From an optimization exercise on the open Yosys and OpenROAD flow, aimed at a short achievable clock period and few clock cycles; shortcuts taken in it are not production practice. Only simulation tests tie the RTL to the original design; equivalence was not proved. Power figures rest on the tool's default switching activity, not on a simulated workload.

==> flow/design.v <==
package core_pkg;
  typedef logic [31:0] word_t;
  typedef logic [4:0] reg_addr_t;
  typedef logic [31:0] imm_t;
  typedef enum logic [3:0] {
    ALU_ADD,
    ALU_SUB,
    ALU_AND,
    ALU_OR,
    ALU_XOR,
    ALU_SLT,
    ALU_SLTU,
    ALU_SLL,
    ALU_SRL,
    ALU_SRA,
    ALU_PASS_B
  } alu_op_t;
  typedef enum logic [2:0] {
    BR_NONE,
    BR_BEQ,
    BR_BNE,
    BR_BLT,
    BR_BGE,
    BR_JAL
  } branch_op_t;
  typedef enum logic {
    FWD_NONE,
    FWD_WB
  } fwd_sel_t;
endpackage
module rv_core (
  input  logic               CLK,
  input  logic               RST,
  output core_pkg::word_t     fetch_addr_o,
  input  core_pkg::word_t     fetch_insn_i,
  output logic               retire_valid_o,
  output core_pkg::word_t     retire_pc_o,
  output core_pkg::reg_addr_t retire_rd_addr_o,
  output core_pkg::word_t     retire_rd_wdata_o
);
  localparam int NB = 8;    
  localparam logic [6:0] OPC_OP     = 7'b0110011;
  localparam logic [6:0] OPC_OP_IMM = 7'b0010011;
  localparam logic [6:0] OPC_LUI    = 7'b0110111;
  localparam logic [6:0] OPC_BRANCH = 7'b1100011;
  localparam logic [6:0] OPC_JAL    = 7'b1101111;
  logic [31:0] pc_f;
  logic [NB-1:0] bt_v;
  logic [29:0]   bt_tag [NB];
  logic [29:0]   bt_tgt [NB];
  logic [1:0]    bt_ctr [NB];
  logic [2:0]    bt_rr;
  logic          m_valid;
  logic [31:0]   m_pc;
  logic [31:0]   m_pc4;
  logic [18:0]   m_hib_inc, m_hib_dec;
  logic [10:0]   m_hij_inc, m_hij_dec;
  logic          m_pred;
  logic          m_hit;
  logic [NB-1:0] m_match;
  logic          d_valid;
  logic [31:0]   d_pc;
  logic [31:0]   d_pc4;
  logic [31:0]   d_tgt;
  logic          d_pred;
  logic          d_hit;
  logic [NB-1:0] d_match;
  logic [31:0]   d_sel1;
  logic [31:0]   d_sel2;
  logic [4:0]    d_rs1, d_rs2, d_rdf;
  logic          d_op, d_opi, d_lui, d_br, d_jal, d_cbr, d_wr;
  logic [2:0]    d_f3;
  logic          d_alt;
  logic          d_use_imm;
  logic [31:0]   d_bimm;
  logic          x_valid;
  logic [31:0]   x_pc;
  logic [4:0]    x_rd;
  logic [31:0]   x_a;
  logic [31:0]   x_b;
  logic          x_fa;
  logic          x_fb;
  logic          x_c00, x_c10, x_c01, x_c11;
  logic          x_m00, x_m10, x_m01, x_m11;
  logic          x_v00, x_v10, x_v01, x_v11;
  logic          x_sra;
  logic          x_s_add, x_s_sub, x_s_sll, x_s_slt, x_s_sltu, x_s_xor, x_s_shr, x_s_or, x_s_and, x_s_b;
  logic          x_beq, x_bne, x_blt, x_bge, x_jal, x_cbr;
  logic          x_k0, x_keq1, x_keq0, x_klt1, x_klt0;
  logic          x_pred;
  logic          x_hit;
  logic [NB-1:0] x_match;
  logic [31:0]   x_alt;
  logic [31:0]   x_tgt;
  logic          w_valid;
  logic [31:0]   w_pc;
  logic [4:0]    w_rd;
  logic [31:0]   w_res;
  logic [31:0]   w_data;
  logic [31:0]   w_ret;
  logic [4:0]    w_rd_o;
  logic [31:0]   rf [32];
  logic [31:0]   rf_ok;
  logic [NB-1:0] f_match;
  logic          f_hit;
  logic [1:0]    f_ctr;
  logic [29:0]   f_tgt;
  logic          f_pred;
  always_comb begin
    f_ctr = '0;
    f_tgt = '0;
    for (int k = 0; k < NB; k++) begin
      f_match[k] = bt_v[k] && (bt_tag[k] == pc_f[31:2]);
      f_ctr = f_ctr | ({2{f_match[k]}} & bt_ctr[k]);
      f_tgt = f_tgt | ({30{f_match[k]}} & bt_tgt[k]);
    end
  end
  assign f_hit  = |f_match;
  assign f_pred = f_hit && f_ctr[1];
  logic        m_redir;
  logic [31:0] m_tgt;
  logic        x_misp;
  logic        r_misp;
  logic [31:0] r_alt;
  logic [31:0] pc_seq;
  assign pc_seq = f_pred ? {f_tgt, 2'b00} : pc_f + 32'd4;
  always_ff @(posedge CLK) begin
    if (RST)          pc_f <= 32'h0000_0000;
    else if (r_misp)  pc_f <= {r_alt[31:2], 2'b00};
    else if (m_redir) pc_f <= {m_tgt[31:2], 2'b00};
    else              pc_f <= {pc_seq[31:2], 2'b00};
  end
  assign fetch_addr_o = pc_f;
  always_ff @(posedge CLK) begin
    if (RST) m_valid <= 1'b0;
    else     m_valid <= !r_misp && !m_redir;
    m_pc    <= pc_f;
    m_pc4   <= pc_f + 32'd4;
    m_hib_inc <= pc_f[31:13] + 19'd1;
    m_hib_dec <= pc_f[31:13] - 19'd1;
    m_hij_inc <= pc_f[31:21] + 11'd1;
    m_hij_dec <= pc_f[31:21] - 11'd1;
    m_pred  <= f_pred;
    m_hit   <= f_hit;
    m_match <= f_match;
  end
  logic [31:0] ins;
  logic [6:0]  m_opc;
  logic [2:0]  m_f3;
  logic        m_op, m_opi, m_lui, m_br, m_jal, m_cbr;
  logic [31:0] m_imm_i, m_imm_u, m_imm_b, m_imm_j;
  assign ins   = fetch_insn_i;
  assign m_opc = ins[6:0];
  assign m_f3  = ins[14:12];
  assign m_op  = m_opc == OPC_OP;
  assign m_opi = m_opc == OPC_OP_IMM;
  assign m_lui = m_opc == OPC_LUI;
  assign m_br  = m_opc == OPC_BRANCH;
  assign m_jal = m_opc == OPC_JAL;
  assign m_cbr = m_br && !m_f3[1];
  assign m_imm_i = {{20{ins[31]}}, ins[31:20]};
  assign m_imm_u = {ins[31:12], 12'b0};
  assign m_imm_b = {{19{ins[31]}}, ins[31], ins[7], ins[30:25], ins[11:8], 1'b0};
  assign m_imm_j = {{11{ins[31]}}, ins[31], ins[19:12], ins[20], ins[30:21], 1'b0};
  logic [13:0] m_lob;
  logic [21:0] m_loj;
  logic [31:0] m_tgt_b, m_tgt_j;
  rv_add #(.W(13), .LV(4)) add_lob (.a(m_pc[12:0]), .b(m_imm_b[12:0]), .cin(1'b0),
                            .s(m_lob[12:0]), .cout(m_lob[13]));
  rv_add #(.W(21), .LV(5)) add_loj (.a(m_pc[20:0]), .b(m_imm_j[20:0]), .cin(1'b0),
                            .s(m_loj[20:0]), .cout(m_loj[21]));
  assign m_tgt_b[12:0]  = m_lob[12:0];
  assign m_tgt_b[31:13] = ins[31] ? (m_lob[13] ? m_pc[31:13] : m_hib_dec)
                                  : (m_lob[13] ? m_hib_inc : m_pc[31:13]);
  assign m_tgt_j[20:0]  = m_loj[20:0];
  assign m_tgt_j[31:21] = ins[31] ? (m_loj[21] ? m_pc[31:21] : m_hij_dec)
                                  : (m_loj[21] ? m_hij_inc : m_pc[31:21]);
  assign m_tgt = m_jal ? m_tgt_j : m_tgt_b;
  assign m_redir = m_valid && !m_hit && (m_jal || (m_cbr && ins[31]));
  always_ff @(posedge CLK) begin
    if (RST) d_valid <= 1'b0;
    else     d_valid <= m_valid && !r_misp;
    d_pc      <= m_pc;
    d_pc4     <= m_pc4;
    d_tgt     <= m_tgt;
    d_pred    <= m_pred || m_redir;
    d_hit     <= m_hit;
    d_match   <= m_match;
    d_op      <= m_op;
    d_opi     <= m_opi;
    d_lui     <= m_lui;
    d_br      <= m_br;
    d_jal     <= m_jal;
    d_cbr     <= m_cbr;
    d_wr      <= (m_op || m_opi || m_lui || m_jal) && (ins[11:7] != 5'd0);
    d_f3      <= m_f3;
    d_alt     <= ins[30];
    d_rs1     <= ins[19:15];
    d_rs2     <= ins[24:20];
    d_rdf     <= ins[11:7];
    d_use_imm <= m_opi || m_lui || m_jal;
    d_bimm    <= m_opi ? m_imm_i : (m_lui ? m_imm_u : m_pc4);
    for (int i = 0; i < 32; i++) begin
      d_sel1[i] <= ins[19:15] == 5'(i);
      d_sel2[i] <= ins[24:20] == 5'(i);
    end
  end
  logic [31:0] d_r1, d_r2;
  logic [31:0] d_v1, d_v2;
  logic        d_use_r2;
  logic        w_we;
  always_comb begin
    d_r1 = '0;
    d_r2 = '0;
    for (int i = 1; i < 32; i++) begin
      d_r1 = d_r1 | ({32{d_sel1[i] && rf_ok[i]}} & rf[i]);
      d_r2 = d_r2 | ({32{d_sel2[i] && rf_ok[i]}} & rf[i]);
    end
  end
  assign w_we = w_valid && (w_rd != 5'd0);
  assign d_v1 = (w_we && w_rd == d_rs1) ? w_data : d_r1;
  assign d_v2 = (w_we && w_rd == d_rs2) ? w_data : d_r2;
  assign d_use_r2 = d_op || d_br;
  logic d_fa, d_fb, d_sub, d_arith;
  assign d_fa    = x_valid && (x_rd != 5'd0) && (x_rd == d_rs1);
  assign d_fb    = x_valid && (x_rd != 5'd0) && (x_rd == d_rs2) && d_use_r2;
  assign d_sub   = d_op && d_f3 == 3'd0 && d_alt;
  assign d_arith = d_op || d_opi;
  always_ff @(posedge CLK) begin
    if (RST) x_valid <= 1'b0;
    else     x_valid <= d_valid && !r_misp;
    x_pc    <= d_pc;
    x_rd    <= d_wr ? d_rdf : 5'd0;
    x_a     <= d_v1;
    x_b     <= d_use_imm ? d_bimm : d_v2;
    x_fa    <= d_fa;
    x_fb    <= d_fb;
    x_c00   <= !d_fa && !d_fb;
    x_c10   <=  d_fa && !d_fb;
    x_c01   <= !d_fa &&  d_fb;
    x_c11   <=  d_fa &&  d_fb;
    x_m00   <= !d_fa && !d_fb && d_wr;
    x_m10   <=  d_fa && !d_fb && d_wr;
    x_m01   <= !d_fa &&  d_fb && d_wr;
    x_m11   <=  d_fa &&  d_fb && d_wr;
    x_v00   <= !d_fa && !d_fb && d_wr && d_valid && !r_misp;
    x_v10   <=  d_fa && !d_fb && d_wr && d_valid && !r_misp;
    x_v01   <= !d_fa &&  d_fb && d_wr && d_valid && !r_misp;
    x_v11   <=  d_fa &&  d_fb && d_wr && d_valid && !r_misp;
    x_sra   <= d_alt;
    x_s_add <= d_f3 == 3'd0 && d_arith && !d_sub;
    x_s_sub <= d_sub;
    x_s_sll <= d_f3 == 3'd1 && d_arith;
    x_s_slt <= d_f3 == 3'd2 && d_arith;
    x_s_sltu<= d_f3 == 3'd3 && d_arith;
    x_s_xor <= d_f3 == 3'd4 && d_arith;
    x_s_shr <= d_f3 == 3'd5 && d_arith;
    x_s_or  <= d_f3 == 3'd6 && d_arith;
    x_s_and <= d_f3 == 3'd7 && d_arith;
    x_s_b   <= d_lui || d_jal;
    x_beq   <= d_br && d_f3 == 3'd0;
    x_bne   <= d_br && d_f3 == 3'd1;
    x_blt   <= d_br && d_f3 == 3'd4;
    x_bge   <= d_br && d_f3 == 3'd5;
    x_jal   <= d_jal;
    x_cbr   <= d_cbr;
    x_k0    <= (d_jal && !d_pred) || (!d_jal && !d_cbr && d_pred);
    x_keq1  <= d_br && ((d_f3 == 3'd0 && !d_pred) || (d_f3 == 3'd1 && d_pred));
    x_keq0  <= d_br && ((d_f3 == 3'd0 &&  d_pred) || (d_f3 == 3'd1 && !d_pred));
    x_klt1  <= d_br && ((d_f3 == 3'd4 && !d_pred) || (d_f3 == 3'd5 && d_pred));
    x_klt0  <= d_br && ((d_f3 == 3'd4 &&  d_pred) || (d_f3 == 3'd5 && !d_pred));
    x_pred  <= d_pred;
    x_hit   <= d_hit;
    x_match <= d_match;
    x_alt   <= d_pred ? d_pc4 : d_tgt;
    x_tgt   <= d_tgt;
  end
  logic        lt, eq;
  logic [31:0] res00, res10, res01, res11;
  logic [31:0] sl11, sr11;
  logic        taken;
  rv_alu alu00 (
    .a(x_a), .b(x_b), .sra(x_sra),
    .s_add(x_s_add), .s_sub(x_s_sub), .s_sll(x_s_sll), .s_slt(x_s_slt), .s_sltu(x_s_sltu),
    .s_xor(x_s_xor), .s_shr(x_s_shr), .s_or(x_s_or), .s_and(x_s_and), .s_b(x_s_b), .res(res00)
  );
  rv_alu alu10 (
    .a(w_res), .b(x_b), .sra(x_sra),
    .s_add(x_s_add), .s_sub(x_s_sub), .s_sll(x_s_sll), .s_slt(x_s_slt), .s_sltu(x_s_sltu),
    .s_xor(x_s_xor), .s_shr(x_s_shr), .s_or(x_s_or), .s_and(x_s_and), .s_b(x_s_b), .res(res10)
  );
  rv_alu alu01 (
    .a(x_a), .b(w_res), .sra(x_sra),
    .s_add(x_s_add), .s_sub(x_s_sub), .s_sll(x_s_sll), .s_slt(x_s_slt), .s_sltu(x_s_sltu),
    .s_xor(x_s_xor), .s_shr(x_s_shr), .s_or(x_s_or), .s_and(x_s_and), .s_b(x_s_b), .res(res01)
  );
  assign sl11  = w_res << w_res[4:0];
  assign sr11  = 32'($signed({x_sra & w_res[31], w_res}) >>> w_res[4:0]);
  assign res11 = ({32{x_s_add}} & {w_res[30:0], 1'b0})
               | ({32{x_s_sll}} & sl11)
               | ({32{x_s_shr}} & sr11)
               | ({32{x_s_or || x_s_and || x_s_b}} & w_res);
  logic eq_ab, eq_wb, eq_aw, lt_ab, lt_wb, lt_aw;
  assign eq_ab = x_a == x_b;
  assign eq_wb = w_res == x_b;
  assign eq_aw = x_a == w_res;
  logic [31:0] d_ab, d_wb, d_aw;
  rv_add #(.W(32), .LV(5)) cmp_ab (.a(x_a),   .b(~x_b),   .cin(1'b1), .s(d_ab), .cout());
  rv_add #(.W(32), .LV(5)) cmp_wb (.a(w_res), .b(~x_b),   .cin(1'b1), .s(d_wb), .cout());
  rv_add #(.W(32), .LV(5)) cmp_aw (.a(x_a),   .b(~w_res), .cin(1'b1), .s(d_aw), .cout());
  assign lt_ab = (x_a[31]   ^ x_b[31])   ? x_a[31]   : d_ab[31];
  assign lt_wb = (w_res[31] ^ x_b[31])   ? w_res[31] : d_wb[31];
  assign lt_aw = (x_a[31]   ^ w_res[31]) ? x_a[31]   : d_aw[31];
  assign eq = (x_c00 && eq_ab) || (x_c10 && eq_wb) || (x_c01 && eq_aw) || x_c11;
  assign lt = (x_c00 && lt_ab) || (x_c10 && lt_wb) || (x_c01 && lt_aw);
  assign taken  = x_jal || (x_beq && eq) || (x_bne && !eq) || (x_blt && lt) || (x_bge && !lt);
  assign x_misp = x_valid && !r_misp && (x_k0 || (x_keq1 && eq) || (x_keq0 && !eq) ||
                              (x_klt1 && lt) || (x_klt0 && !lt));
  always_ff @(posedge CLK) begin
    if (RST) r_misp <= 1'b0;
    else     r_misp <= x_misp;
    r_alt <= x_alt;
  end
  always_ff @(posedge CLK) begin
    if (RST) begin
      w_valid <= 1'b0;
      w_rd_o  <= 5'd0;
    end else begin
      w_valid <= x_valid && !r_misp;
      w_rd_o  <= (x_valid && !r_misp) ? x_rd : 5'd0;
    end
    w_rd   <= x_rd;
    w_pc   <= x_pc;
    w_res  <= ({32{x_c00}} & res00) | ({32{x_c10}} & res10)
            | ({32{x_c01}} & res01) | ({32{x_c11}} & res11);
    w_data <= ({32{x_m00}} & res00) | ({32{x_m10}} & res10)
            | ({32{x_m01}} & res01) | ({32{x_m11}} & res11);
    w_ret  <= ({32{x_v00}} & res00) | ({32{x_v10}} & res10)
            | ({32{x_v01}} & res01) | ({32{x_v11}} & res11);
  end
  logic          u_valid;
  logic          u_taken;
  logic          u_hit;
  logic [NB-1:0] u_match;
  logic [29:0]   u_pc;
  logic [29:0]   u_tgt;
  always_ff @(posedge CLK) begin
    if (RST) u_valid <= 1'b0;
    else     u_valid <= x_valid && !r_misp && (x_cbr || x_jal);
    u_taken <= taken;
    u_hit   <= x_hit;
    u_match <= x_match;
    u_pc    <= x_pc[31:2];
    u_tgt   <= x_tgt[31:2];
  end
  logic u_alloc;
  assign u_alloc = u_valid && !u_hit && u_taken;
  always_ff @(posedge CLK) begin
    if (RST) begin
      bt_v  <= '0;
      bt_rr <= '0;
    end else if (u_alloc) begin
      bt_v[bt_rr] <= 1'b1;
      bt_rr       <= bt_rr + 3'd1;
    end
  end
  always_ff @(posedge CLK) begin
    for (int k = 0; k < NB; k++) begin
      if (u_alloc && bt_rr == 3'(k)) begin
        bt_tag[k] <= u_pc;
        bt_tgt[k] <= u_tgt;
        bt_ctr[k] <= 2'd3;
      end else if (u_valid && u_hit && u_match[k]) begin
        if (u_taken && bt_ctr[k] != 2'd3)       bt_ctr[k] <= bt_ctr[k] + 2'd1;
        else if (!u_taken && bt_ctr[k] != 2'd0) bt_ctr[k] <= bt_ctr[k] - 2'd1;
      end
    end
  end
  always_ff @(posedge CLK) begin
    for (int i = 1; i < 32; i++) begin
      if (w_we && w_rd == 5'(i)) rf[i] <= w_data;
    end
  end
  always_ff @(posedge CLK) begin
    if (RST) begin
      rf_ok <= '0;
    end else begin
      for (int i = 1; i < 32; i++) begin
        if (w_we && w_rd == 5'(i)) rf_ok[i] <= 1'b1;
      end
    end
  end
  assign retire_valid_o    = w_valid;
  assign retire_pc_o       = w_pc;
  assign retire_rd_addr_o  = w_rd_o;
  assign retire_rd_wdata_o = w_ret;
endmodule
module rv_alu (
  input  logic [31:0] a,
  input  logic [31:0] b,
  input  logic        sra,
  input  logic        s_add, s_sub, s_sll, s_slt, s_sltu, s_xor, s_shr, s_or, s_and, s_b,
  output logic [31:0] res
);
  logic [31:0] sum;
  logic [32:0] diff;
  logic        lt, ltu;
  logic [31:0] sl, sr;
  rv_add #(.W(32), .LV(5)) add_s (.a(a), .b(b),  .cin(1'b0), .s(sum),        .cout());
  rv_add #(.W(32), .LV(5)) add_d (.a(a), .b(~b), .cin(1'b1), .s(diff[31:0]), .cout(diff[32]));
  assign ltu  = !diff[32];
  assign lt   = (a[31] ^ b[31]) ? a[31] : diff[31];
  assign sl   = a << b[4:0];
  assign sr   = 32'($signed({sra & a[31], a}) >>> b[4:0]);
  assign res = ({32{s_add}}  & sum)
             | ({32{s_sub}}  & diff[31:0])
             | ({32{s_sll}}  & sl)
             | ({32{s_slt}}  & {31'b0, lt})
             | ({32{s_sltu}} & {31'b0, ltu})
             | ({32{s_xor}}  & (a ^ b))
             | ({32{s_shr}}  & sr)
             | ({32{s_or}}   & (a | b))
             | ({32{s_and}}  & (a & b))
             | ({32{s_b}}    & b);
endmodule
module rv_add #(
  parameter int W  = 32,
  parameter int LV = 5      
) (
  input  logic [W-1:0] a,
  input  logic [W-1:0] b,
  input  logic         cin,
  output logic [W-1:0] s,
  output logic         cout
);
  logic [(LV+1)*W-1:0] g;
  logic [(LV+1)*W-1:0] p;
  logic [W-1:0]        c;
  assign g[W-1:1] = a[W-1:1] & b[W-1:1];
  assign p[W-1:0] = a ^ b;
  assign g[0]     = (a[0] & b[0]) | ((a[0] ^ b[0]) & cin);
  for (genvar l = 0; l < LV; l++) begin : g_lvl
    for (genvar i = 0; i < W; i++) begin : g_bit
      if (i >= (1 << l)) begin : g_op
        assign g[(l+1)*W+i] = g[l*W+i] | (p[l*W+i] & g[l*W+i-(1<<l)]);
        assign p[(l+1)*W+i] = p[l*W+i] & p[l*W+i-(1<<l)];
      end else begin : g_pass
        assign g[(l+1)*W+i] = g[l*W+i];
        assign p[(l+1)*W+i] = p[l*W+i];
      end
    end
  end
  assign c    = {g[LV*W +: W-1], cin};
  assign s    = p[W-1:0] ^ c;
  assign cout = g[LV*W+W-1];
endmodule
==> flow/flow/run.sh <==
#!/bin/bash
set -euo pipefail
bash standard.sh ADDER_MAP_FILE= MATCH_CELL_FOOTPRINT=0 finish > orfs_make.log 2>&1
==> flow/standard.sh <==
#!/bin/bash
# synth_recipe.tcl (not shown) runs the flow's synth.tcl, then flattens the netlist and writes it again
# the make line also repeats each setting of config.mk as NAME=value (left out here)
make -C /OpenROAD-flow-scripts/flow DESIGN_CONFIG=/design/flow/config.mk WORK_HOME=/design/flow/orfs CLKGATE_MAP_FILE= SYNTH_SCRIPT=/design/flow/synth_recipe.tcl "${@:-finish}"
==> flow/config.mk <==
export PLATFORM = sky130hd
export DESIGN_NAME = rv_core
export DESIGN_NICKNAME = rv_core
export VERILOG_FILES = /design/flow/design.v
export SDC_FILE = /design/flow/constraint.sdc
export NUM_CORES = 4
export LEC_CHECK = 0
export ABC_CLOCK_PERIOD_IN_PS = 2000
export CAP_MARGIN = 20
export CORE_MARGIN = 2
export CORE_UTILIZATION = 40
export SETUP_SLACK_MARGIN = 4.5
export SLEW_MARGIN = 20
==> flow/constraint.sdc <==
create_clock -name core_clock -period 8.0 [get_ports {CLK}]
set_input_delay 1.6000 -clock core_clock [delete_from_list [all_inputs] [get_ports {CLK}]]
set_output_delay 1.6000 -clock core_clock [all_outputs]
set_load 0.01 [all_outputs]
==> notes.md, run 1 <==
Min path:
- The worst hold path passes through 0 cells.
- The class of the worst hold path is flip-flop to flip-flop.
- The hold path startpoint is x_alt[5].
- For hold timing, the worst endpoint is r_alt[5].

Timing:
- The number of failing hold endpoints at the final stage is 0.
- The shortest clock period the worst path allows after layout is 4150 ps.
- For the final routed database, the setup TNS stands at 0 ps.
- The clock arrives with 79.6 ps of skew.
- The normalized max-slew margin is 0.159.
- The highest achievable clock rate is 241 MHz.
- The count of final setup violators is 0.
- The share of the clock period used by the worst path after layout is 0.518.
- Setup repair after global routing could not meet its margin everywhere.
- The slew at the pin with the worst max-slew slack is 1250 ps.
- The number of max-slew violations in the final report is 0.

Placed design:
- The count of buffers added on input and output ports is 131.
- The HPWL after detailed placement is 357000 um.
- The routability-driven placement congestion ratio is 1.11.

Global route:
- The number of antenna violations at the first check in global routing was 67.
- The first global-routing pass estimated 814000 um of wire.
- The met1 capacity usage during global routing is 0.506.
- met2 is the most crowded layer.
- The met3 demand-to-capacity share in global routing is 0.161.
- The number of global-route vias before repair was 97000.
- Entering global routing, the biggest net connects 98 pins.
- The met2 track demand over resource is 0.570.
- Across every metal layer, demand over resource in global routing totals 0.408.
- After global routing the overflow that remains totals 0.

Clock tree:
- TritonCTS built the clock tree.
- The root buffer cell chosen for the clock tree is sky130_fd_sc_hd__clkbuf_16.
- The maximum level of the CTS H-tree is 4.
- At the later pin of the worst-skew pair, clock insertion delay measures 950 ps.
- The longest clock path from root to sink contains 4 buffers.
- The CTS clock-pin slew for the worst setup and hold paths is 70 ps.
- The number of buffers inserted for hold repair after clock tree synthesis is 0.
- Counting the buffers created by CTS gives 236.
- The clock net in this run drives a total of 2323 sinks.

Worst setup path:
- At the worst endpoint, the required time is 8770 ps.
- STA classifies the critical path endpoint as a flip-flop.
- The kind of critical path is flip-flop to flip-flop.
- The launch point of the worst reg-to-reg path is x_b[0].
- The destination of the worst register-to-register timing path is w_res[21].
- The critical path arrival is 4910 ps.
- The number of cells on the worst reg-to-reg path is 15.
- Along the worst path, the maximum fanout reaches 22.
- The critical path starts at x_b[0].
- The register-to-register path setup slack is 3850 ps.
- The type of element launching the critical path is a flip-flop.

Floorplan:
- In this run the horizontal extent of the chip is 533 um.
- The total die area is 0.284 mm^2.
- In this run the count of I/O pins placed on the die edge is 136.
- The floorplan has 194 rows.
- The core region is 0.279 mm^2.
- For this configuration, the core starts out at a cell density of 0.402.
- The y dimension of the die is 533 um.

Yosys:
- The post-synthesis cell type count is 97.
- The synthesized design contains 1472 enable-type register cells.
- After synthesis, the mean cell area works out to 10.8 um^2.
- The count of yosys warnings during synthesis is 5.
- The share of the Yosys chip area taken by registers is 0.547.
- After synthesis, the share of flip-flops with an asynchronous set or reset is 0.
- The post-synthesis cell count is 10400.
- After synthesis the netlist holds a flip-flop and latch count of 2323.
- The synthesized netlist occupies a cell area of 0.112 mm^2.
- The flip-flop cell with the highest count after synthesis is sky130_fd_sc_hd__edfxtp_1.

Detailed routing:
- Summed over all layers, the routed wires come to 610000 um.
- After detailed routing, the number of remaining DRC violations is 0.
- The detailed-routing iteration count for the pre-antenna-repair pass is 14.
- The routed via count divided by cell count is 7.21.
- After the first detailed-routing iteration, the DRC count stood at 22300.
- The final route contains 106000 vias.
- The mean routed wirelength per cell is 41.6 um.
- The remaining antenna violation count is 0.

Cells and area:
- After filler insertion, the fill cell instance count of the layout stands at 24600.
- At the end of the flow, the number of nets in the layout was 10700.
- In the final layout, the share of cells above drive strength 1 is 0.214.
- The relative area change from synthesis to final layout is 22.2%.

Pwr:
- The overall power consumption is 24.8 mW.
- Across the VDD grid, the largest voltage drop is 0.216 mV.
- The leakage component of the power is 50.7 nW.
- The areal power density over the cells is 181 mW/mm^2.

Flow run:
- Across the run, the number of max-cap violations was 0.

Outcome:
- The run finished with no timing, DRC or antenna violations.
-- per-layer routing --
layer | wire, um | part of all wire
met2 | 242000 | 0.40
met3 | 96400 | 0.16
met5 | 610 | 0.0010
met4 | 60700 | 0.099
met1 | 211000 | 0.35
-- area by class of cell --
type	instances	area [um^2]	share of cell area
antenna	33	82.6	0.000604
timing repair buffer	1067	11200	0.0818
timing repair inverter	1	8.76	0.0000640
multi-input combinational	6912	50500	0.369
clock buffer	318	6580	0.0481
clock inverter	126	1430	0.0104
sequential	2323	61600	0.450
inverter	160	771	0.00563
tap	3724	4660	0.0341
-- report_power, final --
| group | total [mW] | switching, mW | internal (mW) |
|---|---|---|---|
| Clock | 11.5 | 4.97 | 6.54 |
| Sequential | 12.8 | 0.0928 | 12.7 |
| Combinational | 0.476 | 0.288 | 0.188 |
| Total | 24.8 | 5.35 | 19.5 |
-- cell families (layout without fill, tap and decap cells) --
| logic type | Yosys count | count (layout) | synth area share |
|---|---|---|---|
| AOI/OAI and AO/OA | 3218 | 3218 | 0.205 |
| xor gates and xnor gates | 615 | 615 | 0.0482 |
| adders and majority gates | 173 | 173 | 0.0156 |
| buffers and inverters | 1145 | 1672 | 0.0389 |
| DFF | 2323 | 2323 | 0.547 |
| muxes | 384 | 384 | 0.0413 |
| other | 1 | 37 | 0.0000335 |
| and+or+nand+nor | 2516 | 2518 | 0.104 |
-- critical path, cell delays in order (launching register included) --
cell	delay, ps
sky130_fd_sc_hd__dfxtp_4	390
sky130_fd_sc_hd__buf_6	140
sky130_fd_sc_hd__buf_6	130
sky130_fd_sc_hd__buf_12	160
sky130_fd_sc_hd__clkbuf_16	190
sky130_fd_sc_hd__o21ai_0	370
sky130_fd_sc_hd__mux2i_1	300
sky130_fd_sc_hd__nor2_1	140
sky130_fd_sc_hd__or3_1	110
sky130_fd_sc_hd__o21ai_0	80
sky130_fd_sc_hd__a21oi_1	580
sky130_fd_sc_hd__o221ai_1	190
sky130_fd_sc_hd__a221o_1	430
sky130_fd_sc_hd__a222oi_1	460
sky130_fd_sc_hd__o21ai_2	90
sky130_fd_sc_hd__a211o_1	240
-- sequential cells by signal, summed over array words and instances (netlist names), 32 cells and up --
signal / count
w_data: 32
x_a: 32
w_ret: 32
x_b: 32
w_res: 32
d_bimm: 32
bt_tgt: 240
rf: 992
bt_tag: 240
-- placed cells by master (no fill, tap or decap), drive strengths merged, types with 112 or more instances in the layout --
master     n
a222oi   141
xor2     326
maj3     173
edfxtp  1472
clkbuf   367
o22ai    123
a21oi    475
nor2     872
mux2i    272
a221oi   446
dfxtp    851
a22o     407
nand4    199
inv      131
a31oi    136
a22oi    294
buf      904
xnor2    289
nor3     146
o21ai    676
nand3    112
nand2    670
-- metrics by stage --
step / util / setup WS [ps] / cell area, um^2 / cells / hold slack [ps]
2_1_floorplan: - / 3500 / 112000 / 10400 / 310
3_3_place_gp: 0.422 / 1610 / 118000 / 13600 / 310
3_5_place_dp: 0.422 / 1570 / 118000 / 13600 / 312
4_1_cts: 0.481 / 3940 / 134000 / 14500 / 306
5_1_grt: 0.490 / 3810 / 137000 / 14600 / 310
6_report: 0.490 / 3850 / 137000 / 14700 / 304
-- timing repair --
action / 4_1_cts / 5_1_grt
buffers inserted: 391 / 127
pin swaps: 267 / 239
setup endpoints to repair: 270 / 165
gates resized for setup: 1133 / 318
gates cloned: 30 / 10
-- cells in the mapped netlist (42+ instances only) --
cell type / number / share of area
sky130_fd_sc_hd__a211oi_1: 42 / 0.0028
sky130_fd_sc_hd__a21oi_1: 472 / 0.021
sky130_fd_sc_hd__a221o_1: 61 / 0.0055
sky130_fd_sc_hd__a221oi_1: 446 / 0.035
sky130_fd_sc_hd__a222oi_1: 141 / 0.013
sky130_fd_sc_hd__a22o_1: 407 / 0.032
sky130_fd_sc_hd__a22oi_1: 294 / 0.020
sky130_fd_sc_hd__a31oi_1: 135 / 0.0075
sky130_fd_sc_hd__and2_1: 111 / 0.0062
sky130_fd_sc_hd__and3_1: 67 / 0.0037
sky130_fd_sc_hd__buf_1: 190 / 0.0064
sky130_fd_sc_hd__clkbuf_1: 762 / 0.026
sky130_fd_sc_hd__dfxtp_1: 851 / 0.15
sky130_fd_sc_hd__edfxtp_1: 1472 / 0.39
sky130_fd_sc_hd__inv_1: 144 / 0.0048
sky130_fd_sc_hd__maj3_1: 163 / 0.015
sky130_fd_sc_hd__mux2_2: 54 / 0.0054
sky130_fd_sc_hd__mux2i_1: 271 / 0.024
sky130_fd_sc_hd__mux4_2: 57 / 0.011
sky130_fd_sc_hd__nand2_1: 669 / 0.022
sky130_fd_sc_hd__nand2b_1: 80 / 0.0045
sky130_fd_sc_hd__nand3_1: 110 / 0.0049
sky130_fd_sc_hd__nand4_1: 199 / 0.011
sky130_fd_sc_hd__nor2_1: 872 / 0.029
sky130_fd_sc_hd__nor3_1: 146 / 0.0065
sky130_fd_sc_hd__nor4_1: 70 / 0.0039
sky130_fd_sc_hd__o211ai_1: 93 / 0.0062
sky130_fd_sc_hd__o21ai_0: 642 / 0.029
sky130_fd_sc_hd__o221ai_1: 61 / 0.0048
sky130_fd_sc_hd__o22ai_1: 123 / 0.0069
sky130_fd_sc_hd__or3_1: 59 / 0.0033
sky130_fd_sc_hd__xnor2_1: 288 / 0.023
sky130_fd_sc_hd__xor2_1: 326 / 0.025
-- worst max-delay path by stage --
stage	end	slack, ps	cells past startpoint
after CTS	w_data[21]	3940	14
after floorplan	pc_f[21]	3500	14
after global routing	pc_f[21]	3810	16
after global placement	pc_f[21]	1610	15
after detailed placement	pc_f[21]	1570	15
final	w_res[21]	3850	15
Testbench counts, summed over its fixed seeds: cycles 55,803.
==> run 2, diff against run 1 <==
--- a/flow/design.v
+++ b/flow/design.v
@@ -119,7 +119,8 @@
   assign f_pred = f_hit && f_ctr[1];
   logic        m_redir;
   logic [31:0] m_tgt;
-  logic        x_misp;
+  logic        x_misp;      
+  logic        x_fmisp;     
   logic        r_misp;
   logic [31:0] r_alt;
   logic [31:0] pc_seq;
@@ -127,13 +128,14 @@
   always_ff @(posedge CLK) begin
     if (RST)          pc_f <= 32'h0000_0000;
     else if (r_misp)  pc_f <= {r_alt[31:2], 2'b00};
+    else if (x_fmisp) pc_f <= {x_alt[31:2], 2'b00};
     else if (m_redir) pc_f <= {m_tgt[31:2], 2'b00};
     else              pc_f <= {pc_seq[31:2], 2'b00};
   end
   assign fetch_addr_o = pc_f;
   always_ff @(posedge CLK) begin
     if (RST) m_valid <= 1'b0;
-    else     m_valid <= !r_misp && !m_redir;
+    else     m_valid <= !r_misp && !x_fmisp && !m_redir;
     m_pc    <= pc_f;
     m_pc4   <= pc_f + 32'd4;
     m_hib_inc <= pc_f[31:13] + 19'd1;
@@ -177,32 +179,31 @@
                                   : (m_loj[21] ? m_hij_inc : m_pc[31:21]);
   assign m_tgt = m_jal ? m_tgt_j : m_tgt_b;
   assign m_redir = m_valid && !m_hit && (m_jal || (m_cbr && ins[31]));
-  always_ff @(posedge CLK) begin
-    if (RST) d_valid <= 1'b0;
-    else     d_valid <= m_valid && !r_misp;
-    d_pc      <= m_pc;
-    d_pc4     <= m_pc4;
-    d_tgt     <= m_tgt;
-    d_pred    <= m_pred || m_redir;
-    d_hit     <= m_hit;
-    d_match   <= m_match;
-    d_op      <= m_op;
-    d_opi     <= m_opi;
-    d_lui     <= m_lui;
-    d_br      <= m_br;
-    d_jal     <= m_jal;
-    d_cbr     <= m_cbr;
-    d_wr      <= (m_op || m_opi || m_lui || m_jal) && (ins[11:7] != 5'd0);
-    d_f3      <= m_f3;
-    d_alt     <= ins[30];
-    d_rs1     <= ins[19:15];
-    d_rs2     <= ins[24:20];
-    d_rdf     <= ins[11:7];
-    d_use_imm <= m_opi || m_lui || m_jal;
-    d_bimm    <= m_opi ? m_imm_i : (m_lui ? m_imm_u : m_pc4);
+  always_comb begin
+    d_valid   = m_valid;
+    d_pc      = m_pc;
+    d_pc4     = m_pc4;
+    d_tgt     = m_tgt;
+    d_pred    = m_pred || m_redir;
+    d_hit     = m_hit;
+    d_match   = m_match;
+    d_op      = m_op;
+    d_opi     = m_opi;
+    d_lui     = m_lui;
+    d_br      = m_br;
+    d_jal     = m_jal;
+    d_cbr     = m_cbr;
+    d_wr      = (m_op || m_opi || m_lui || m_jal) && (ins[11:7] != 5'd0);
+    d_f3      = m_f3;
+    d_alt     = ins[30];
+    d_rs1     = ins[19:15];
+    d_rs2     = ins[24:20];
+    d_rdf     = ins[11:7];
+    d_use_imm = m_opi || m_lui || m_jal;
+    d_bimm    = m_opi ? m_imm_i : (m_lui ? m_imm_u : m_pc4);
     for (int i = 0; i < 32; i++) begin
-      d_sel1[i] <= ins[19:15] == 5'(i);
-      d_sel2[i] <= ins[24:20] == 5'(i);
+      d_sel1[i] = ins[19:15] == 5'(i);
+      d_sel2[i] = ins[24:20] == 5'(i);
     end
   end
   logic [31:0] d_r1, d_r2;
@@ -228,7 +229,7 @@
   assign d_arith = d_op || d_opi;
   always_ff @(posedge CLK) begin
     if (RST) x_valid <= 1'b0;
-    else     x_valid <= d_valid && !r_misp;
+    else     x_valid <= d_valid && !r_misp && !x_fmisp;
     x_pc    <= d_pc;
     x_rd    <= d_wr ? d_rdf : 5'd0;
     x_a     <= d_v1;
@@ -314,8 +315,8 @@
   assign eq = (x_c00 && eq_ab) || (x_c10 && eq_wb) || (x_c01 && eq_aw) || x_c11;
   assign lt = (x_c00 && lt_ab) || (x_c10 && lt_wb) || (x_c01 && lt_aw);
   assign taken  = x_jal || (x_beq && eq) || (x_bne && !eq) || (x_blt && lt) || (x_bge && !lt);
-  assign x_misp = x_valid && !r_misp && (x_k0 || (x_keq1 && eq) || (x_keq0 && !eq) ||
-                              (x_klt1 && lt) || (x_klt0 && !lt));
+  assign x_fmisp = x_valid && !r_misp && (x_k0 || (x_keq1 && eq) || (x_keq0 && !eq));
+  assign x_misp  = x_valid && !r_misp && ((x_klt1 && lt) || (x_klt0 && !lt));
   always_ff @(posedge CLK) begin
     if (RST) r_misp <= 1'b0;
     else     r_misp <= x_misp;
==> notes.md, run 2 <==
Outcome:
- The flow ran to the end and the layout has no timing, DRC or antenna violations.

Global route:
- The largest net degree at the start of global routing is 101.
- The total overflow reported by the global router is 0.
- The number of global-route vias before repair is 100000.
- The number of antenna violations at the first check in global routing is 73.
- The total global-route track usage is 0.452.
- The global-route wire length before repair is 869000 um.

Floorplan:
- The width of the chip is 528 um.
- The initial cell density of the core is 0.402.
- The total number of placement rows is 192.
- The y dimension of the die is 528 um.
- For this design the top-level I/O count stands at 136.
- The floorplan step defined a core boundary enclosing 0.273 mm^2.
- The floorplan step defined a die boundary enclosing 0.279 mm^2.

Pwr:
- The analysis attributes to cell leakage a power of 47.5 nW.
- Dividing total power by cell area gives a power density of 162 mW/mm^2.
- The worst-case vdd ir drop is 0.188 mV.

Worst setup path:
- STA classifies the critical path startpoint as a flip-flop.
- The worst setup path is of the flip-flop to flip-flop kind.
- In this run the critical register-to-register path is captured at w_data[31].
- The maximum net fanout on the critical path is 30.
- Following the worst setup path forward leads to its endpoint at w_data[31].
- The sort of element at the end of the critical path is a flip-flop.
- Data arrives at the worst endpoint at 4880 ps.
- Across all register-to-register paths, the minimum setup slack is 3930 ps.
- For the worst setup path, the data required time is 8810 ps.
- The launch point of the worst reg-to-reg path is x_a[5].
- The number of cells on the worst reg-to-reg path is 12.
- Tracing the worst setup path back leads to its startpoint at x_a[5].

Timing:
- Setup violations remaining at the end of the flow were counted as 0.
- The number of max-slew violations in the final report is 0.
- For the pin with the worst max-slew slack, the measured transition is 1380 ps.
- Timing would allow up to 245 MHz.
- Measured against its own limit, the worst slew margin works out to 0.0792.
- The number of failing hold endpoints at the final stage is 0.
- Setup repair after global routing could not meet its margin everywhere.
- The shortest clock period the worst path allows after layout is 4070 ps.
- The accumulated negative setup slack is 0 ps.
- The final-layout worst hold slack is 311 ps.
- Across the routed clock network, the largest skew measured is 89.0 ps.
- Dividing the final minimum period by the clock period gives 0.509.

Cells and area:
- The most common cell after layout, fill and taps aside is sky130_fd_sc_hd__edfxtp_1.
- Fill cells in the final layout number 23500.
- In the layout the commonest cells are sky130_fd_sc_hd__edfxtp_1, sky130_fd_sc_hd__buf_4, sky130_fd_sc_hd__nor2_1.
- The final layout contains 10900 nets.
- Of the cells placed in the final design, the portion with a size suffix greater than 1 is 0.283.
- The relative area change from synthesis to final layout is 28.6%.
- rf holds more flip-flops than any other register.
- The register with the most flip-flops in the layout has 992 of them.
- The largest registers in the layout are rf (992), bt_tag (240), bt_tgt (240).

Detailed routing:
- Before antenna repair, the detailed router went through 17 iterations.
- The remaining antenna violation count is 0.
- The via count is 111000.
- The mean routed wirelength per cell is 45.0 um.
- After detailed routing, the number of vias per cell comes to 7.55.
- The number of DRC markers after the initial detailed-route iteration is 25800.
- Summed over all layers, the routed wires come to 663000 um.
- The final routed DRC violation total is 0.

Yosys:
- The part of the Yosys area used for sequential elements is 0.517.
- During synthesis, Yosys emitted a total of 5 warnings.
- Counting every instance in the synthesized netlist gives 10200.
- Yosys attributes the largest share of cell area to sky130_fd_sc_hd__edfxtp_1, sky130_fd_sc_hd__dfxtp_1, sky130_fd_sc_hd__mux4_2, sky130_fd_sc_hd__a221oi_1, sky130_fd_sc_hd__xnor2_1.
- After synthesis the netlist holds a flip-flop and latch count of 2101.
- The synthesized area divided by synthesized cell count is 10.8 um^2.
- Yosys instantiated no cell more often than sky130_fd_sc_hd__edfxtp_1.
- The post-synthesis cell type count is 100.
- After synthesis, the share of flip-flops with an asynchronous set or reset is 0.
- The number of flops mapped to enable cells by yosys is 1472.
- The largest area contributor in the synthesized netlist is sky130_fd_sc_hd__edfxtp_1.
- The share of synthesized area in the top cell type comes to 0.402.
- The area of the mapped netlist is 0.110 mm^2.
- Sorting the synthesized cells by how often they occur yields sky130_fd_sc_hd__edfxtp_1, sky130_fd_sc_hd__nor2_1, sky130_fd_sc_hd__clkbuf_1, sky130_fd_sc_hd__nand2_1, sky130_fd_sc_hd__dfxtp_1.
- Among all flip-flop cells after synthesis, the most frequent one is sky130_fd_sc_hd__edfxtp_1.

Clock tree:
- TritonCTS created 215 clock buffers.
- The clock passes through at most 4 buffers.
- The clock drives 2101 sinks.
- The tree is rooted in a sky130_fd_sc_hd__clkbuf_16.
- The CTS clock-pin slew for the worst setup and hold paths is 70 ps.
- The clock insertion delay at the later pin of the skew report is 960 ps.
- The maximum level of the CTS H-tree is 4.
- TritonCTS built the clock tree.

Min path:
- The class of the worst hold path is flip-flop to flip-flop.
- In this run the most critical hold path is launched from x_tgt[11].

Flow run:
- Across the run, the number of max-cap violations was 0.

Placed design:
- The congestion estimate from routability-driven global placement came to 1.08.
- Port buffering added 131 buffers.
- The final HPWL from detailed placement is 376000 um.
[run 2: cell count changes after synthesis, moves of 63 or more]
cell	change
sky130_fd_sc_hd__and2_1	-76
sky130_fd_sc_hd__o21ai_0	-159
sky130_fd_sc_hd__dfxtp_1	-222
sky130_fd_sc_hd__mux4_2	+173
sky130_fd_sc_hd__buf_2	+63
sky130_fd_sc_hd__a22o_1	-68
sky130_fd_sc_hd__maj3_1	-67
sky130_fd_sc_hd__mux2i_1	-81
sky130_fd_sc_hd__xnor2_1	+121
sky130_fd_sc_hd__a22oi_1	+148
sky130_fd_sc_hd__xor2_1	-129
sky130_fd_sc_hd__nand3_1	+100
[run 2: where the power goes]
group	internal, mW	leakage (nW)	switching [mW]
logic	0.257	27.5	0.416
clock network	6.00	3.52	4.53
registers	11.6	16.5	0.0861
total	17.8	47.5	5.04
[run 2: kinds of logic after synthesis]
kind of cell             share of synthesized area
buffers and inverters                       0.0415
AND/OR/NAND/NOR                              0.114
multiplexers                                0.0667
XOR/XNOR                                    0.0484
AO/OA/AOI/OAI                                0.203
adder cells (fa/ha/maj)                    0.00956
other                                    0.0000341
flip-flops                                   0.517
[run 2: repair_timing]
action | in CTS | in global routing
setup buffers | 545 | 273
gates resized for setup | 1571 | 585
hold buffers | 0 | 0
hold endpoints to repair | 0 | 0
pin swaps | 264 | 326
endpoints found under the setup margin | 340 | 254
cloned | 77 | 24
[run 2: through the flow]
step / area (um^2) / utilization / instances / setup slack, ps / power [mW]
2_1_floorplan: 110000 / - / 10200 / 3800 / 12.2
3_3_place_gp: 116000 / 0.424 / 13300 / 998 / 12.4
3_5_place_dp: 116000 / 0.424 / 13300 / 1160 / 12.4
4_1_cts: 136000 / 0.497 / 14400 / 4180 / 22.7
5_1_grt: 141000 / 0.517 / 14700 / 3990 / 23.3
6_report: 141000 / 0.517 / 14700 / 3930 / 22.9
[run 2: routing by layer]
| metal | vias to the layer above | track usage | wire [um] |
|---|---|---|---|
| li1 | 41100 | - | - |
| met1 | 53500 | 0.529 | 215000 |
| met2 | 12400 | 0.616 | 257000 |
| met3 | 4101 | 0.214 | 112000 |
| met4 | 54 | 0.386 | 77400 |
| met5 | - | 0.0132 | 946 |
[run 2: worst min path at each step]
stage                       to  cells past startpoint
finish                u_tgt[9]                      0
detailed placement     u_pc[9]                      0
global placement    x_match[1]                      0
global route         u_tgt[18]                      0
floorplan                u_hit                      0
CTS                   u_tgt[9]                      0
[run 2: area by class of cell]
class / count / area (um^2) / area share
timing repair inverter: 3 / 36.3 / 0.000257
clock buffer: 272 / 5850 / 0.0414
timing repair buffer: 1460 / 15800 / 0.112
tap: 3589 / 4490 / 0.0318
inverter: 160 / 774 / 0.00548
multi-input combinational: 6955 / 55600 / 0.394
sequential: 2101 / 57200 / 0.405
antenna: 64 / 160 / 0.00113
clock inverter: 119 / 1370 / 0.00972
[run 2: worst max-delay path, cell delays in order, from the launching register on]
cell	delay, ps
sky130_fd_sc_hd__dfxtp_1	360
sky130_fd_sc_hd__buf_12	250
sky130_fd_sc_hd__inv_1	250
sky130_fd_sc_hd__a211o_1	340
sky130_fd_sc_hd__o21ai_0	140
sky130_fd_sc_hd__nor2_1	80
sky130_fd_sc_hd__a21oi_1	640
sky130_fd_sc_hd__a21oi_2	260
sky130_fd_sc_hd__a21o_1	250
sky130_fd_sc_hd__a32oi_2	540
sky130_fd_sc_hd__a211oi_1	120
sky130_fd_sc_hd__o2111ai_2	190
sky130_fd_sc_hd__a221o_2	470
Testbench counts of run 2, summed over its fixed seeds: cycles 53,703.
==> run 3, diff against run 2 <==
--- a/flow/config.mk
+++ b/flow/config.mk
@@ -6,8 +6,8 @@
 export NUM_CORES = 4
 export LEC_CHECK = 0
 export ABC_CLOCK_PERIOD_IN_PS = 2000
-export CAP_MARGIN = 20
+export CAP_MARGIN = 40
 export CORE_MARGIN = 2
 export CORE_UTILIZATION = 40
 export SETUP_SLACK_MARGIN = 4.5
-export SLEW_MARGIN = 20
+export SLEW_MARGIN = 50
==> notes.md, run 3 <==
Detailed routing:
- After detailed routing, the number of remaining DRC violations is 0.
- The remaining antenna violation count is 0.
- The mean routed wirelength per cell is 44.7 um.
- The routed via count divided by cell count is 7.52.
- The detailed router finished its first iteration with 25600 violations.
- The total routed wirelength is 655000 um.
- For this run, the detailed router's first-pass iteration total came to 13.
- The via count is 110000.

Yosys:
- In the synthesized netlist, the number of instances is 10200.
- In the post-synthesis netlist, the biggest area contributors are sky130_fd_sc_hd__edfxtp_1, sky130_fd_sc_hd__dfxtp_1, sky130_fd_sc_hd__mux4_2, sky130_fd_sc_hd__a221oi_1, sky130_fd_sc_hd__xnor2_1.
- The multiplexer share of the synthesized area is 0.0667.
- The part of the Yosys area used for sequential elements is 0.517.
- The area of the mapped netlist is 0.110 mm^2.
- The area share of and/or/nand/nor cells after synthesis is 0.114.
- The dominant combinational cell family by area after synthesis is compound AO/OA/AOI/OAI gates.
- Averaged over all synthesized cells, the footprint is 10.8 um^2.
- In the synthesized netlist the dominant register cell turns out to be sky130_fd_sc_hd__edfxtp_1.
- The largest area contributor in the synthesized netlist is sky130_fd_sc_hd__edfxtp_1.
- The number of flops mapped to enable cells by yosys is 1472.
- The area fraction in compound gates after synthesis is 0.203.
- The post-synthesis cell type count is 100.
- The share of synthesized area in the top cell type comes to 0.402.
- The synthesized design contains 2101 register bits.
- The post-synthesis xor/xnor area fraction is 0.0484.
- The adder and majority cell fraction of the synthesized area is 0.00956.
- By count the netlist is led by sky130_fd_sc_hd__edfxtp_1, sky130_fd_sc_hd__nor2_1, sky130_fd_sc_hd__clkbuf_1, sky130_fd_sc_hd__nand2_1, sky130_fd_sc_hd__dfxtp_1.
- In the post-synthesis netlist, the cell with the most instances is sky130_fd_sc_hd__edfxtp_1.
- For this run, asynchronously set or reset flops after synthesis account for 0.
- During synthesis, Yosys emitted a total of 5 warnings.

Flow run:
- Max-cap violations in this run came to 0.

Worst setup path:
- Counting stages on the worst path, the most repeated cell is sky130_fd_sc_hd__buf_6.
- STA classifies the critical path endpoint as a flip-flop.
- In this run the critical register-to-register path is launched from w_res[2].
- The critical path is of the flip-flop to flip-flop type.
- The largest stage delay on the critical path is 560 ps.
- At the worst endpoint, the required time is 8750 ps.
- Of all nets on the critical path, the largest fanout is 19.
- The most critical setup path has its startpoint at w_res[2].
- For this design, the slowest cell found on the critical path is sky130_fd_sc_hd__dfxtp_4.
- The critical path arrival is 4740 ps.
- The worst setup path is launched from a flip-flop.
- The signal on the critical path passes through buf_6, clkinv_8, maj3_2, a21o_1, o31ai_4, buf_4, nor3_4, or2_4, buf_6, o211ai_1, o311ai_4, buf_6, a222oi_1, o21ai_1.

Cells and area:
- The total number of nets in the final design is 10900.
- rf holds more flip-flops than any other register.
- The ratio of cells with drive above 1 in the final layout is 0.278.
- Leaving out fill and tap cells, the most frequent cell in the layout is sky130_fd_sc_hd__edfxtp_1.
- The relative area change from synthesis to final layout is 28.4%.
- The flip-flop count of the largest register after layout is 992.
- The library cells used most frequently in the layout, excluding fill and tap cells, are sky130_fd_sc_hd__edfxtp_1, sky130_fd_sc_hd__nor2_1, sky130_fd_sc_hd__buf_4.
- With fillers left out, the area of the finished cells amounts to 0.141 mm^2.
- The largest registers in the layout are rf (992), bt_tag (240), bt_tgt (240).

Timing:
- Adding up every negative setup slack in the final design gives 0 ps.
- The final worst setup slack is 4010 ps.
- The smallest clock period supported by the final layout is computed as 3990 ps.
- Headroom to the max-slew limit came out at 0.411.
- The number of failing hold endpoints at the final stage is 0.
- The count of final setup violators is 0.
- On the final layout, the worst clock skew is 91.2 ps.
- Timing would allow up to 250 MHz.
- The number of max-slew violations in the final report is 0.
- The slew at the pin with the worst max-slew slack is 878 ps.
- Setup repair after global routing could not meet its margin everywhere.
- Dividing the final minimum period by the clock period gives 0.499.

Placed design:
- The pre-CTS setup slack is 1860 ps.
- The routability-driven placement congestion ratio is 1.08.
- After detailed placement, the total cell area comes to 0.117 mm^2.
- The final HPWL from detailed placement is 382000 um.
- Buffers placed on the I/O ports in this run total 131.

Clock tree:
- The clock net in this run drives a total of 2101 sinks.
- Clock-pin slew was measured on the worst setup and hold paths at 60 ps.
- At the later pin of the worst-skew pair, clock insertion delay measures 970 ps.
- The maximum level of the CTS H-tree is 4.
- In this run, CTS created clock tree buffers numbering 218.
- The clock passes through at most 4 buffers.
- The CTS root buffer is sky130_fd_sc_hd__clkbuf_16.
- The clock tree from TritonCTS is yes.

Floorplan:
- After floorplanning, the core was divided into 192 placement rows.
- The initial utilization of the core area, before any placement, comes to 0.402.
- The width of the chip is 528 um.
- The number of top-level pins is 136.
- The y dimension of the die is 528 um.
- The floorplan step defined a die boundary enclosing 0.279 mm^2.
- In this run the standard cell core region covers 0.273 mm^2.

Outcome:
- The run finished with no timing, DRC or antenna violations.

Global route:
- Entering global routing, the biggest net connects 101 pins.
- The total overflow reported by the global router is 0.
- The total global-route track usage is 0.446.
- The number of global-route vias before repair is 100000.
- The first global-routing pass estimated 860000 um of wire.
- The number of antenna violations at the first check in global routing is 69.

Pwr:
- The areal power density over the cells is 163 mW/mm^2.
- The worst-case vdd ir drop is 0.179 mV.
- For this design the static power due to leakage is 47.5 nW.
- The overall power consumption is 23.0 mW.

Min path:
- The class of the worst hold path is flip-flop to flip-flop.
- The hold path startpoint is x_alt[13].
[run 3: cell counts after synthesis]
No cell type changed its count.
[run 3: worst max-delay path: cells and delay by family (launching register included)]
kind / cells / cell delay (ps)
flip-flops: 1 / 560
buffers and inverters: 5 / 910
AO/OA/AOI/OAI: 6 / 1550
AND/OR/NAND/NOR: 2 / 320
adder cells (fa/ha/maj): 1 / 420
[run 3: repair_timing]
item	CTS	global route
buffers inserted	501	241
setup endpoints to repair	335	206
hold buffers	0	0
resized for setup	1365	544
gates cloned	67	25
pin swaps	243	267
[run 3: layout make-up]
cell class                 count  area, um^2
clock buffer                 265        5880
inverter                     160         792
clock inverter               135        1510
sequential                  2101       57200
fill                       23700      132000
multi-input combinational   6942       55000
timing repair buffer        1425       16100
tap                         3589        4490
antenna                       48         120
timing repair inverter         3        38.8
[run 3: logic make-up after synthesis]
group | after synthesis
AOI/OAI and AO/OA | 3090
xor gates and xnor gates | 607
adders and majority gates | 104
buffers and inverters | 1176
DFF | 2101
muxes | 442
other | 1
and+or+nand+nor | 2685
[run 3: final timing paths]
path               endpoint  slack, ps  cells past startpoint
setup / recovery  w_ret[19]       4010                     14
hold / removal    r_alt[13]        300                      0
setup reg to reg  w_ret[19]       4010                     14
hold reg to reg   r_alt[13]        300                      0
[run 3: routing by layer]
layer | vias up | wire length [um] | global-route usage
met2 | 11900 | 256000 | 0.615
met5 | - | 674 | 0.0135
met1 | 53300 | 215000 | 0.528
li1 | 41000 | - | -
met4 | 40 | 75700 | 0.381
met3 | 4031 | 107000 | 0.192
[run 3: stage by stage]
stage | hold slack (ps) | utilization | cells
after floorplan | 310 | - | 10200
after global placement | 310 | 0.424 | 13300
after detailed placement | 312 | 0.429 | 13400
after CTS | 289 | 0.497 | 14300
after global routing | 289 | 0.516 | 14600
final | 297 | 0.516 | 14700
[run 3: power breakdown]
group	internal [mW]	switching, mW
sequential	11.6	0.0872
clock	6.18	4.54
combinational	0.241	0.391
total	18.0	5.02
==> run 4, diff against run 3 <==
--- a/flow/design.v
+++ b/flow/design.v
@@ -119,15 +119,11 @@
   assign f_pred = f_hit && f_ctr[1];
   logic        m_redir;
   logic [31:0] m_tgt;
-  logic        x_misp;      
   logic        x_fmisp;     
-  logic        r_misp;
-  logic [31:0] r_alt;
   logic [31:0] pc_seq;
   assign pc_seq = f_pred ? {f_tgt, 2'b00} : pc_f + 32'd4;
   always_ff @(posedge CLK) begin
     if (RST)          pc_f <= 32'h0000_0000;
-    else if (r_misp)  pc_f <= {r_alt[31:2], 2'b00};
     else if (x_fmisp) pc_f <= {x_alt[31:2], 2'b00};
     else if (m_redir) pc_f <= {m_tgt[31:2], 2'b00};
     else              pc_f <= {pc_seq[31:2], 2'b00};
@@ -135,7 +131,7 @@
   assign fetch_addr_o = pc_f;
   always_ff @(posedge CLK) begin
     if (RST) m_valid <= 1'b0;
-    else     m_valid <= !r_misp && !x_fmisp && !m_redir;
+    else     m_valid <= !x_fmisp && !m_redir;
     m_pc    <= pc_f;
     m_pc4   <= pc_f + 32'd4;
     m_hib_inc <= pc_f[31:13] + 19'd1;
@@ -229,7 +225,7 @@
   assign d_arith = d_op || d_opi;
   always_ff @(posedge CLK) begin
     if (RST) x_valid <= 1'b0;
-    else     x_valid <= d_valid && !r_misp && !x_fmisp;
+    else     x_valid <= d_valid && !x_fmisp;
     x_pc    <= d_pc;
     x_rd    <= d_wr ? d_rdf : 5'd0;
     x_a     <= d_v1;
@@ -244,10 +240,10 @@
     x_m10   <=  d_fa && !d_fb && d_wr;
     x_m01   <= !d_fa &&  d_fb && d_wr;
     x_m11   <=  d_fa &&  d_fb && d_wr;
-    x_v00   <= !d_fa && !d_fb && d_wr && d_valid && !r_misp;
-    x_v10   <=  d_fa && !d_fb && d_wr && d_valid && !r_misp;
-    x_v01   <= !d_fa &&  d_fb && d_wr && d_valid && !r_misp;
-    x_v11   <=  d_fa &&  d_fb && d_wr && d_valid && !r_misp;
+    x_v00   <= !d_fa && !d_fb && d_wr && d_valid;
+    x_v10   <=  d_fa && !d_fb && d_wr && d_valid;
+    x_v01   <= !d_fa &&  d_fb && d_wr && d_valid;
+    x_v11   <=  d_fa &&  d_fb && d_wr && d_valid;
     x_sra   <= d_alt;
     x_s_add <= d_f3 == 3'd0 && d_arith && !d_sub;
     x_s_sub <= d_sub;
@@ -315,20 +311,15 @@
   assign eq = (x_c00 && eq_ab) || (x_c10 && eq_wb) || (x_c01 && eq_aw) || x_c11;
   assign lt = (x_c00 && lt_ab) || (x_c10 && lt_wb) || (x_c01 && lt_aw);
   assign taken  = x_jal || (x_beq && eq) || (x_bne && !eq) || (x_blt && lt) || (x_bge && !lt);
-  assign x_fmisp = x_valid && !r_misp && (x_k0 || (x_keq1 && eq) || (x_keq0 && !eq));
-  assign x_misp  = x_valid && !r_misp && ((x_klt1 && lt) || (x_klt0 && !lt));
-  always_ff @(posedge CLK) begin
-    if (RST) r_misp <= 1'b0;
-    else     r_misp <= x_misp;
-    r_alt <= x_alt;
-  end
+  assign x_fmisp = x_valid && (x_k0 || (x_keq1 && eq) || (x_keq0 && !eq) ||
+                                          (x_klt1 && lt) || (x_klt0 && !lt));
   always_ff @(posedge CLK) begin
     if (RST) begin
       w_valid <= 1'b0;
       w_rd_o  <= 5'd0;
     end else begin
-      w_valid <= x_valid && !r_misp;
-      w_rd_o  <= (x_valid && !r_misp) ? x_rd : 5'd0;
+      w_valid <= x_valid;
+      w_rd_o  <= (x_valid) ? x_rd : 5'd0;
     end
     w_rd   <= x_rd;
     w_pc   <= x_pc;
@@ -347,7 +338,7 @@
   logic [29:0]   u_tgt;
   always_ff @(posedge CLK) begin
     if (RST) u_valid <= 1'b0;
-    else     u_valid <= x_valid && !r_misp && (x_cbr || x_jal);
+    else     u_valid <= x_valid && (x_cbr || x_jal);
     u_taken <= taken;
     u_hit   <= x_hit;
     u_match <= x_match;
--- a/flow/config.mk
+++ b/flow/config.mk
@@ -6,8 +6,8 @@
 export NUM_CORES = 4
 export LEC_CHECK = 0
 export ABC_CLOCK_PERIOD_IN_PS = 2000
-export CAP_MARGIN = 40
+export CAP_MARGIN = 50
 export CORE_MARGIN = 2
 export CORE_UTILIZATION = 40
 export SETUP_SLACK_MARGIN = 4.5
-export SLEW_MARGIN = 50
+export SLEW_MARGIN = 70
==> notes.md, run 4 <==
Timing:
- The final-layout worst hold slack is 315 ps.
- Across the routed clock network, the largest skew measured is 130 ps.
- The number of failing hold endpoints at the final stage is 0.
- The highest achievable clock rate is 241 MHz.
- Adding up every negative setup slack in the final design gives 0 ps.
- The share of the clock period used by the worst path after layout is 0.519.
- Setup violations remaining at the end of the flow were counted as 0.
- The normalized max-slew margin is 0.429.
- Setup repair after global routing could not meet its margin everywhere.
- At the pin with the least slew margin, the transition time is 848 ps.
- The final worst setup slack is 3850 ps.
- The number of max-slew violations in the final report was 0.
- The shortest clock period the worst path allows after layout is 4150 ps.

Floorplan:
- The number of top-level pins is 136.
- The initial cell density of the core is 0.403.
- In this run the horizontal extent of the chip is 524 um.
- The y dimension of the die is 524 um.
- The total number of placement rows is 190.
- The die covers 0.274 mm^2.
- The core region area is 0.268 mm^2.

Global route:
- The number of global-route vias before repair is 98100.
- Entering global routing, the biggest net connects 72 pins.
- The met1 capacity usage during global routing is 0.513.
- Global routing finished with a remaining overflow of 0.
- The global-route wire length before repair is 815000 um.
- The total global-route track usage is 0.425.
- The met2 track demand over resource is 0.598.
- After global routing, the most crowded layer is met2.
- The met3 demand-to-capacity share in global routing is 0.184.
- The number of antenna violations at the first check in global routing came to 49.

Worst setup path:
- The maximum net fanout on the critical path is 4.
- The number of cells on the worst reg-to-reg path is 15.
- Data arrives at the worst endpoint at 4920 ps.
- The startpoint identified for the worst register-to-register timing path is x_b[1].
- The worst setup path is of the flip-flop to flip-flop kind.
- The worst setup path is captured at a flip-flop.
- STA puts the critical path data required time at 8770 ps.
- The type of element launching the critical path is a flip-flop.
- The critical path starts at x_b[1].

Yosys:
- The number of flops mapped to enable cells by yosys is 1472.
- The area fraction in compound gates after synthesis is 0.214.
- The share of the Yosys chip area taken by registers is 0.520.
- The flip-flop cell with the highest count after synthesis is sky130_fd_sc_hd__edfxtp_1.
- Counting flops with an async set or reset pin after synthesis yields a share of 0.
- The number of synthesized register bits is 2070.
- The share of synthesized area in the top cell type comes to 0.409.
- Sorting the synthesized cells by how often they occur yields sky130_fd_sc_hd__edfxtp_1, sky130_fd_sc_hd__nor2_1, sky130_fd_sc_hd__clkbuf_1, sky130_fd_sc_hd__nand2_1, sky130_fd_sc_hd__o21ai_0.
- Of all cell types, the one taking the most synthesized area is sky130_fd_sc_hd__edfxtp_1.
- Synthesis produced 10200 cells.
- After synthesis, the cell types taking the most area are sky130_fd_sc_hd__edfxtp_1, sky130_fd_sc_hd__dfxtp_1, sky130_fd_sc_hd__a221oi_1, sky130_fd_sc_hd__nor2_1, sky130_fd_sc_hd__a22oi_1.
- The area of the mapped netlist is 0.108 mm^2.
- The count of yosys warnings during synthesis is 5.
- Of the total synthesized cell area, the portion taken by XOR and XNOR cells is 0.0489.
- The multiplexer share of the synthesized area is 0.0527.
- By area, the combinational part of the netlist is dominated by compound AO/OA/AOI/OAI gates.
- The number of different library cells used by synthesis comes to 110.
- Of the total synthesized cell area, the portion taken by AND, OR, NAND and NOR gates is 0.115.
- Of the total synthesized cell area, the portion taken by full adders, half adders and majority gates is 0.0100.
- The library cell with the highest instance count after synthesis is sky130_fd_sc_hd__edfxtp_1.
- The synthesized area divided by synthesized cell count is 10.6 um^2.

Min path:
- The worst hold path passes through 0 cells.
- The worst hold path belongs to the class flip-flop to flip-flop.
- The hold path startpoint is x_pc[24].

Cells and area:
- The flip-flop count of the largest register after layout is 992.
- Registers take 0.0567 mm^2.
- The library cell used most frequently in the layout, excluding fill and tap cells, is sky130_fd_sc_hd__edfxtp_1.
- The utilization after layout is 0.520.
- Leaving out fill and tap cells, the most frequent cells in the layout are sky130_fd_sc_hd__edfxtp_1, sky130_fd_sc_hd__nor2_1, sky130_fd_sc_hd__nand2_1.
- The area growth from synthesis to layout is 29.0%.
- In the final layout, the multi-input gates occupy 0.0547 mm^2.
- The cell area after layout is 0.139 mm^2.
- For this run, the post-layout net count is 10700.
- The register with the most flip-flops in the final layout is rf.
- The filler cells instantiated in the layout total 22900.
- In the final layout, the share of cells above drive strength 1 is 0.269.
- The largest registers in the layout are rf (992), bt_tag (240), bt_tgt (240).

Pwr:
- The areal power density over the cells is 165 mW/mm^2.
- The worst-case vdd ir drop is 0.249 mV.
- The leakage component of the power is 47.8 nW.

Outcome:
- The run finished with no timing, DRC or antenna violations.

Flow run:
- The tool flagged a number of max-cap violations equal to 0.

Clock tree:
- In this run the deepest clock path goes through 4 buffers.
- The CTS root buffer is sky130_fd_sc_hd__clkbuf_16.
- For the worst-skew pair, the clock arrives at the later sink with an insertion delay of 960 ps.
- The clock tree from TritonCTS is yes.
- The H-tree was split into 4 levels.
- The CTS clock-pin slew for the worst setup and hold paths is 80 ps.
- The number of hold buffers added after CTS was 0.
- The clock net in this run drives a total of 2070 sinks.
- The number of CTS-inserted buffers is 217.

Detailed routing:
- The routed via count divided by cell count is 7.39.
- The count of nets left with antenna violations once routing finished came out at 0.
- The via count is 107000.
- The mean routed wirelength per cell is 42.2 um.
- The total routed wirelength is 609000 um.
- The detailed-routing iteration count for the pre-antenna-repair pass is 12.
- The final routed DRC violation total is 0.
- The number of DRC markers after the initial detailed-route iteration is 23400.

Placed design:
- At the placement stage, the worst setup path has a slack of 2570 ps.
- After legalization and detailed placement, the total HPWL measured 395000 um.
- Port buffering added 131 buffers.
- In this run the cell area measured after placement is 0.121 mm^2.
- The congestion estimate from routability-driven global placement came to 1.06.
run 4: changes by cell type after synthesis, sizes merged, moves of 28 or more:
cell / previous run / this run
xnor2: 410 / 270
mux4: 230 / 96
xor2: 197 / 329
o21ai: 509 / 624
mux2i: 190 / 297
nor4: 54 / 120
nor2: 891 / 829
a21oi: 471 / 518
nand2b: 96 / 134
nor3: 202 / 168
a22oi: 443 / 411
clkbuf: 779 / 747
dfxtp: 629 / 598
mux2: 22 / 50
run 4: final cells by class:
cell class                 count  share of cell area
multi-input combinational   7012               0.392
timing repair buffer        1231               0.110
tap                         3552              0.0319
antenna                       43            0.000772
clock buffer                 252              0.0411
timing repair inverter         2            0.000162
sequential                  2070               0.406
clock inverter               157              0.0129
inverter                     139             0.00485
run 4: routing by layer:
metal  vias up  part of all wire
li1      40600                 -
met1     51400              0.33
met2     11200              0.40
met3      3536              0.17
met4        50              0.10
met5         -            0.0012
run 4: what timing repair did:
action / 4_1_cts / 5_1_grt
endpoints found under the setup margin: 298 / 206
pin swaps: 266 / 240
setup buffers: 282 / 135
resized for setup: 969 / 413
cloned: 43 / 12
run 4: cells by family (layout without fill, tap and decap cells):
| kind of cell | count (synthesis) | in the layout |
|---|---|---|
| compound gates | 3226 | 3227 |
| xor+xnor | 599 | 599 |
| fa+ha+maj | 107 | 107 |
| buf+inv | 1111 | 1781 |
| flops | 2070 | 2070 |
| mux | 443 | 443 |
| other cells | 1 | 47 |
| simple gates | 2629 | 2632 |
run 4: metrics by stage:
stage / power [mW] / std cells
after global placement: 12.2 / 13300
final: 23.0 / 14500
after global routing: 23.4 / 14400
after CTS: 22.8 / 14200
after floorplan: 12.0 / 10200
after detailed placement: 12.2 / 13500
run 4: power breakdown:
| part | leakage (nW) | switching (mW) | internal, mW |
|---|---|---|---|
| clock network | 3.67 | 4.61 | 6.16 |
| registers | 17.1 | 0.0830 | 11.4 |
| logic | 27.0 | 0.415 | 0.270 |
| total | 47.8 | 5.11 | 17.8 |
run 4: final timing paths:
check,to,slack [ps]
worst max-delay path,w_data[30],3850
worst min-delay path,u_pc[22],310
worst max register to register,w_data[30],3850
worst min register to register,u_pc[22],310
run 4: critical path, cell delays in order (launching register included):
cell and delay (ps):
sky130_fd_sc_hd__dfxtp_4 360, sky130_fd_sc_hd__buf_12 160, sky130_fd_sc_hd__buf_6 130, sky130_fd_sc_hd__buf_12 130
sky130_fd_sc_hd__nor2b_4 140, sky130_fd_sc_hd__nor3_2 60, sky130_fd_sc_hd__o211ai_1 320, sky130_fd_sc_hd__a31oi_4 190
sky130_fd_sc_hd__o31a_1 450, sky130_fd_sc_hd__o2bb2ai_4 230, sky130_fd_sc_hd__a41oi_2 170, sky130_fd_sc_hd__maj3_2 370
sky130_fd_sc_hd__buf_6 140, sky130_fd_sc_hd__mux2i_1 120, sky130_fd_sc_hd__a221o_2 440, sky130_fd_sc_hd__a221o_2 500
Testbench counts of run 4, summed over its fixed seeds: cycles 53,046.

Check on run 4: ideal ports give 3.851 ns setup slack; a clkbuf_16 on the clock port and buf_2 on the inputs give 3.851 ns; moving port delays by the midpoint clock arrival (0.999 ns) as well gives 3.317 ns.
